From an optimization exercise on the open Yosys and OpenROAD flow, aimed at small area and few clock cycles per item; shortcuts taken in it are not production practice. Only simulation tests tie the RTL to the original design; equivalence was not proved. Power figures rest on the tool's default switching activity, not on a simulated workload.

==> flow/design.v <==
module aup_div_stage (
    input  logic         i_clk,
    input  logic         i_rst_n,
    input  logic         i_valid,
    input  logic [107:0] i_data,
    input  logic         i_next_stall,
    output logic         o_valid,
    output logic [107:0] o_data,
    output logic         o_stall
);
    localparam int CH_W            = 8;
    localparam int NUM_CH          = 3;
    localparam int DIVIDEND_W      = 2 * CH_W;
    localparam int LANE_W          = CH_W + DIVIDEND_W;
    localparam int STEPS_PER_STAGE = 4;
    localparam int LANE_LSB        = 26;
    localparam int ALPHA_LSB       = 98;
    logic         r_valid;
    logic [107:0] r_data;
    logic [107:0] n_data;
    function automatic logic [LANE_W-1:0] div_steps(input logic [LANE_W-1:0] l,
                                                    input logic [CH_W-1:0]   d);
        logic [CH_W-1:0]       rem;
        logic [DIVIDEND_W-1:0] nq;
        logic [CH_W:0]         t;
        logic [CH_W:0]         diff;
        rem = l[LANE_W-1:DIVIDEND_W];
        nq  = l[DIVIDEND_W-1:0];
        for (int s = 0; s < STEPS_PER_STAGE; s++) begin
            t    = {rem, nq[DIVIDEND_W-1]};
            diff = t - {1'b0, d};
            if (t >= {1'b0, d}) begin
                rem = diff[CH_W-1:0];
                nq  = {nq[DIVIDEND_W-2:0], 1'b1};
            end else begin
                rem = t[CH_W-1:0];
                nq  = {nq[DIVIDEND_W-2:0], 1'b0};
            end
        end
        div_steps = {rem, nq};
    endfunction
    assign o_stall = r_valid && i_next_stall;
    assign o_valid = r_valid;
    assign o_data  = r_data;
    always_comb begin
        n_data = i_data;
        for (int c = 0; c < NUM_CH; c++) begin
            n_data[LANE_LSB + c*LANE_W +: LANE_W] =
                div_steps(i_data[LANE_LSB + c*LANE_W +: LANE_W], i_data[ALPHA_LSB +: CH_W]);
        end
    end
    always_ff @(posedge i_clk) begin
        if (!i_rst_n) begin
            r_valid <= 1'b0;
        end else if (!o_stall) begin
            r_valid <= i_valid;
        end
    end
    always_ff @(posedge i_clk) begin
        if (!o_stall && i_valid) begin
            r_data <= n_data;
        end
    end
endmodule
module argb_unpremultiply_pixel_top (
    input  logic       i_clk,
    input  logic       i_rst_n,
    input  logic       i_valid,
    output logic       o_stall,
    input  logic [7:0] i_alpha,
    input  logic [7:0] i_red_in,
    input  logic [7:0] i_green_in,
    input  logic [7:0] i_blue_in,
    input  logic       i_region_end_in,
    output logic       o_valid,
    input  logic       i_stall,
    output logic [7:0] o_red_out,
    output logic [7:0] o_green_out,
    output logic [7:0] o_blue_out,
    output logic       o_wrapped,
    output logic       o_region_end_out
);
    localparam int CH_W           = 8;
    localparam int NUM_CH         = 3;
    localparam int DIVIDEND_W     = 2 * CH_W;
    localparam int LANE_W         = CH_W + DIVIDEND_W;
    localparam int NUM_DIV_STAGES = 4;
    localparam int DIV_W          = 108;
    localparam int MODE_LSB  = 106;
    localparam int ALPHA_LSB = 98;
    localparam int LANE_LSB  = 26;
    localparam int PASS_LSB  = 2;
    localparam int WRAP_BIT  = 1;
    localparam int END_BIT   = 0;
    localparam logic [1:0] MODE_DIV   = 2'd0;
    localparam logic [1:0] MODE_PASS  = 2'd1;
    localparam logic [1:0] MODE_WHITE = 2'd2;
    localparam logic [CH_W-1:0] CH_MAX = {CH_W{1'b1}};
    localparam logic [CH_W-1:0] CH_MIN = '0;
    logic                        r_entry_valid;
    logic [DIV_W-1:0]            r_entry;
    logic [DIV_W-1:0]            n_entry;
    logic [NUM_CH-1:0][CH_W-1:0] w_ch;
    logic [NUM_CH-1:0]           w_above;
    logic [1:0]                  w_mode;
    logic [NUM_DIV_STAGES:0]             w_valid;
    logic [NUM_DIV_STAGES:0][DIV_W-1:0]  w_data;
    logic [NUM_DIV_STAGES:0]             w_stall;
    logic [DIV_W-1:0]                    w_last;
    logic [1:0]                          w_last_mode;
    logic                        r_out_valid;
    logic [NUM_CH-1:0][CH_W-1:0] r_rgb;
    logic [NUM_CH-1:0][CH_W-1:0] n_rgb;
    logic                        r_wrapped;
    logic                        r_region_end;
    logic                        w_out_stall;
    assign w_ch[0] = i_red_in;
    assign w_ch[1] = i_green_in;
    assign w_ch[2] = i_blue_in;
    always_comb begin
        if (i_alpha == CH_MAX) begin
            w_mode = MODE_PASS;
        end else if (i_alpha == CH_MIN) begin
            w_mode = MODE_WHITE;
        end else begin
            w_mode = MODE_DIV;
        end
        n_entry                             = '0;
        n_entry[MODE_LSB +: 2]              = w_mode;
        n_entry[ALPHA_LSB +: CH_W]          = i_alpha;
        n_entry[END_BIT]                    = i_region_end_in;
        for (int c = 0; c < NUM_CH; c++) begin
            w_above[c]                         = w_ch[c] > i_alpha;
            n_entry[PASS_LSB + c*CH_W +: CH_W] = w_ch[c];
            n_entry[LANE_LSB + c*LANE_W +: LANE_W] =
                {{CH_W{1'b0}}, {w_ch[c], {CH_W{1'b0}}} - {{CH_W{1'b0}}, w_ch[c]}};
        end
        n_entry[WRAP_BIT] = (w_mode == MODE_DIV) && (|w_above);
    end
    assign o_stall = r_entry_valid && w_stall[0];
    always_ff @(posedge i_clk) begin
        if (!i_rst_n) begin
            r_entry_valid <= 1'b0;
        end else if (!o_stall) begin
            r_entry_valid <= i_valid;
        end
    end
    always_ff @(posedge i_clk) begin
        if (!o_stall && i_valid) begin
            r_entry <= n_entry;
        end
    end
    assign w_valid[0] = r_entry_valid;
    assign w_data[0]  = r_entry;
    for (genvar k = 0; k < NUM_DIV_STAGES; k++) begin : g_div
        aup_div_stage u_stage (
            .i_clk       (i_clk),
            .i_rst_n     (i_rst_n),
            .i_valid     (w_valid[k]),
            .i_data      (w_data[k]),
            .i_next_stall(w_stall[k+1]),
            .o_valid     (w_valid[k+1]),
            .o_data      (w_data[k+1]),
            .o_stall     (w_stall[k])
        );
    end
    assign w_last      = w_data[NUM_DIV_STAGES];
    assign w_last_mode = w_last[MODE_LSB +: 2];
    assign w_out_stall             = r_out_valid && i_stall;
    assign w_stall[NUM_DIV_STAGES] = w_out_stall;
    always_comb begin
        for (int c = 0; c < NUM_CH; c++) begin
            case (w_last_mode)
                MODE_PASS:  n_rgb[c] = w_last[PASS_LSB + c*CH_W +: CH_W];
                MODE_WHITE: n_rgb[c] = CH_MAX;
                default:    n_rgb[c] = w_last[LANE_LSB + c*LANE_W +: CH_W];
            endcase
        end
    end
    always_ff @(posedge i_clk) begin
        if (!i_rst_n) begin
            r_out_valid <= 1'b0;
        end else if (!w_out_stall) begin
            r_out_valid <= w_valid[NUM_DIV_STAGES];
        end
    end
    always_ff @(posedge i_clk) begin
        if (!w_out_stall && w_valid[NUM_DIV_STAGES]) begin
            r_rgb        <= n_rgb;
            r_wrapped    <= w_last[WRAP_BIT];
            r_region_end <= w_last[END_BIT];
        end
    end
    assign o_valid          = r_out_valid;
    assign o_red_out        = r_rgb[0];
    assign o_green_out      = r_rgb[1];
    assign o_blue_out       = r_rgb[2];
    assign o_wrapped        = r_wrapped;
    assign o_region_end_out = r_region_end;
endmodule
==> flow/run.sh <==
#!/bin/bash
# synth_recipe.tcl (not shown) runs the flow's synth.tcl, then flattens the netlist and writes it again
# the make line also repeats each setting of config.mk as NAME=value (left out here)
make -C /OpenROAD-flow-scripts/flow DESIGN_CONFIG=/design/flow/config.mk WORK_HOME=/design/flow/orfs CLKGATE_MAP_FILE= SYNTH_SCRIPT=/design/flow/synth_recipe.tcl finish
==> flow/config.mk <==
export PLATFORM = sky130hd
export DESIGN_NAME = argb_unpremultiply_pixel_top
export DESIGN_NICKNAME = argb_unpremultiply_pixel_top
export VERILOG_FILES = /design/flow/design.v
export SDC_FILE = /design/flow/constraint.sdc
export NUM_CORES = 4
export LEC_CHECK = 0
export CAP_MARGIN = 20
export CORE_MARGIN = 2
export CORE_UTILIZATION = 40
export PLACE_DENSITY = 0.6
export SLEW_MARGIN = 20
==> flow/constraint.sdc <==
create_clock -name core_clock -period 9.5 [get_ports {i_clk}]
set_input_delay 1.9000 -clock core_clock [delete_from_list [all_inputs] [get_ports {i_clk}]]
set_output_delay 1.9000 -clock core_clock [all_outputs]
set_load 0.01 [all_outputs]
==> run summary <==
worst max-delay path, delay by kind of cell (launching register included):
family / cells / cell delay [ps]
buf+inv: 7 / 1240
compound gates: 13 / 2880
fa+ha+maj: 4 / 1350
flops: 1 / 380
mux: 3 / 1000
simple gates: 8 / 1840
layout make-up:
type | instances | area (µm²)
multi-input cells | 2444 | 19100
inverters | 275 | 1040
repair buffers | 137 | 1190
well taps | 1060 | 1330
fillers | 7587 | 44000
flip-flops and latches | 420 | 12600
clock inverters | 30 | 302
clock buffers | 49 | 1100
repair_timing:
item / in CTS / in global routing
hold buffers: 0 / 0
endpoints found under the setup margin: 7 / 49
resized for setup: 3 / 41
pin swaps: 0 / 2
setup buffers: 0 / 4
kinds of logic after synthesis:
| family | after synthesis |
|---|---|
| AO/OA/AOI/OAI | 851 |
| XOR/XNOR | 206 |
| adder cells (fa/ha/maj) | 437 |
| buffers and inverters | 311 |
| flip-flops | 420 |
| multiplexers | 171 |
| AND/OR/NAND/NOR | 779 |
metal layers:
| layer | up-vias | track usage (%) | routed length, µm |
|---|---|---|---|
| met5 | - | 0 | 13 |
| met4 | 2 | 4.01 | 1300 |
| met3 | 79 | 2.17 | 2760 |
| met2 | 437 | 33.1 | 39100 |
| met1 | 11500 | 26.2 | 38500 |
| li1 | 12129 | - | - |
state kept, by name, indices dropped and copies added (netlist names):
register / flops
g_div.u_stage.r_data: 307
r_out_valid: 1
r_entry: 81
g_div.u_stage.r_valid: 4
r_rgb: 24
r_wrapped: 1
r_entry_valid: 1
r_region_end: 1
Yosys cell counts (76+ instances only):
| master | n | area share, % |
|---|---|---|
| sky130_fd_sc_hd__edfxtp_1 | 414 | 38 |
| sky130_fd_sc_hd__ha_1 | 395 | 15 |
| sky130_fd_sc_hd__inv_1 | 271 | 3.1 |
| sky130_fd_sc_hd__a21oi_1 | 230 | 3.5 |
| sky130_fd_sc_hd__nor2_1 | 223 | 2.6 |
| sky130_fd_sc_hd__o21ai_0 | 215 | 3.3 |
| sky130_fd_sc_hd__nand2_1 | 172 | 2.0 |
| sky130_fd_sc_hd__xnor2_1 | 130 | 3.5 |
| sky130_fd_sc_hd__mux2_2 | 107 | 3.7 |
| sky130_fd_sc_hd__a21o_1 | 89 | 2.1 |
| sky130_fd_sc_hd__nor2b_1 | 81 | 1.6 |
| sky130_fd_sc_hd__xor2_1 | 76 | 2.0 |
power by group:
| part | total, W | leakage, nW | internal, W | switching (W) |
|---|---|---|---|---|
| Clock | 0.00167 | 0.677 | 0.000932 | 0.000742 |
| Sequential | 0.00243 | 3.91 | 0.00237 | 0.0000655 |
| Combinational | 0.00626 | 10.5 | 0.00279 | 0.00347 |
final timing paths:
path | startpoint | end | slack (ps)
max | g_div[1].u_stage.r_data[100] | g_div[2].u_stage.r_data[96] | 520
min | g_div[1].u_stage.r_data[102] | g_div[2].u_stage.r_data[102] | 410
max reg2reg | g_div[1].u_stage.r_data[100] | g_div[2].u_stage.r_data[96] | 520
min reg2reg | g_div[1].u_stage.r_data[102] | g_div[2].u_stage.r_data[102] | 410
stage by stage:
step	power [W]	setup slack, ps	utilization (%)	cell area (µm²)	std cells
6_report	0.0104	524	45.4	36600	4415
5_1_grt	0.0112	-75.2	45.4	36600	4415
4_1_cts	0.0103	4.14	45.2	36400	4411
3_5_place_dp	0.00859	-117	43.4	35000	4332
3_3_place_gp	0.00854	-152	43.4	35000	4332
2_1_floorplan	0.00724	79.3	-	32600	3175
==> Flow_metrics.wiki <==
{| class="wikitable"
! Metric !! Value
|-
| Outcome || finished clean
|-
| Starting density of the core || 40.5%
|-
| DRT Wirelength || 81700 µm
|-
| Clock sink count || 420
|-
| Post-synthesis adder-cell area fraction || 17.7%
|-
| Startpoint type of the worst setup path || flip-flop
|-
| Ys flop type || sky130_fd_sc_hd__edfxtp_1
|-
| Mean instance size in the synthesized netlist || 10.3 µm²
|-
| Complex-gate fraction of the synthesized area || 17.0%
|-
| Routed len/inst || 18.5 µm
|-
| Sequential area share after synthesis || 38.5%
|-
| Number of vias per cell || 5.47
|-
| Commonest cells after routing, fill and taps aside || 414 x sky130_fd_sc_hd__edfxtp_1, 395 x sky130_fd_sc_hd__ha_1, 269 x sky130_fd_sc_hd__inv_1
|-
| Cell Area, Synth || 32600 µm²
|-
| Library cell contributing the largest single delay on the critical path || sky130_fd_sc_hd__or3_1
|-
| Die outline height || 289 µm
|-
| # port buffers || 64
|-
| Hold Crit Class || reg2reg
|-
| Number of distinct library cell variants in the gate-level netlist after synthesis || 83
|-
| Die Area || 83800 µm²
|-
| Net count of the mapped netlist || 3649
|-
| Cell mode on critical path || sky130_fd_sc_hd__ha_1
|-
| Time the final worst path needs with I/O delays and setup || 8980 ps
|-
| Largest driver fanout on the critical path || 12
|-
| Final count of pins violating max slew || 0
|-
| # H-tree levels || 2
|-
| Aggregate global routing overflow || 0
|-
| Commonest non-fill, non-tap cell in the layout || sky130_fd_sc_hd__edfxtp_1
|-
| Power per Cell Area || 283 nW/µm²
|-
| Number of cells on the worst reg-to-reg path || 35
|-
| Proportion of synthesized area in mux cells || 5.69%
|-
| Fraction of final layout cells sized beyond drive strength 1 || 9.78%
|-
| Async S/R FF share, synth || 0%
|-
| Placeable core region || 80500 µm²
|-
| Top-level port count || 65
|-
| Root buffer cell || sky130_fd_sc_hd__clkbuf_16
|-
| Number of synthesized flops with an enable pin || 414
|-
| Final setup violating endpoints || 0
|-
| Clock Latency Late Sink || 600 ps
|-
| Signed area change from the synthesized netlist to the final layout || 12.2%
|-
| Arrival time at the worst endpoint || 9290 ps
|-
| Register bit count reported by yosys || 420
|-
| Hold depth || 0
|-
| Diodes inserted || 0
|-
| Wire length of the first global-routing pass || 128000 µm
|-
| Total leakage power || 15.1 nW
|-
| Yosys warning count || 2
|-
| Worst supply voltage drop on vdd || 204 µV
|-
| TritonCTS clock tree || yes
|-
| Endpoint required time on the critical path || 9820 ps
|-
| Post-detailed-placement half-perimeter wirelength || 63600 µm
|-
| Maximum number of pins on one net before global-route repair || 82
|-
| Number of iterations in the first detailed-routing pass || 5
|-
| ANT nets after route || 0
|-
| Relative max-transition margin || 29.9%
|-
| # rows || 104
|-
| Final net count || 3795
|-
| Gp weighted congestion || 0.879
|-
| Worst-Margin Slew || 1050 ps
|-
| Total via count in the routed design || 24.1k
|-
| Worst Setup End Kind || flip-flop
|-
| Minimum hold slack || 407 ps
|-
| Overall die width || 289 µm
|-
| Max-capacitance violation count || 0
|-
| Antenna violations before repair || 2
|-
| Worst-case clock buffer depth || 3
|-
| Drt drc || 0
|-
| GR Util All Layers || 19.3%
|-
| CP peak stage delay || 410 ps
|-
| Clock Skews || 37.4 ps
|-
| Post-Synthesis Cells || 3175
|-
| Area share of xor/xnor cells in the synthesized design || 5.54%
|-
| Aggregate negative setup slack || 0 ps
|-
| Drt first-iter violations || 1633
|-
| Vias in the first global route || 23.0k
|-
| Peak clock frequency supported by timing || 0.111 GHz
|-
| Final Hold Fails || 0
|-
| Combinational family with the most area after synthesis || adder cells
|-
| Clock transition at the register clock pins on the worst setup and hold paths after CTS || 70 ps
|-
| Simple-gate share of the synthesized area || 11.8%
|-
| Final period util || 94.5%
|-
| Number of buffers created by CTS || 43
|-
| Crit Path Class || reg2reg
|}
Testbench counts, summed over its fixed seeds: cycles 12,048, items 12,000.

port drivers added, routing unchanged:
How much do the figures lean on ideal ports? The routed layout below was timed once more, with nothing changed but the port constraints. Step 1 assumes that a clkbuf_16 drives the clock port and a buf_2 every other input. Step 2 adds t to the input delays and takes it off the output delays; t is the mean of the earliest and latest rising clock arrival at the registers after step 1. Input paths then give back, and output paths get back, about the clock's delay inside the block. a / b / c = no drivers / after step 1 / after step 2; a / b = the first two.
t, ns: 0.635
setup slack, ns: 0.524 / 0.524 / 0.524
hold slack, ns: 0.407 / 0.407 / 0.407
worst register clock-pin slew, ns: 0.07 / 0.07
cell pins on the clock port's net: 1
After both steps this run still meets setup and hold. The setup slack of this run moves by 0.000 ns with the drivers and by 0.000 ns with both steps.
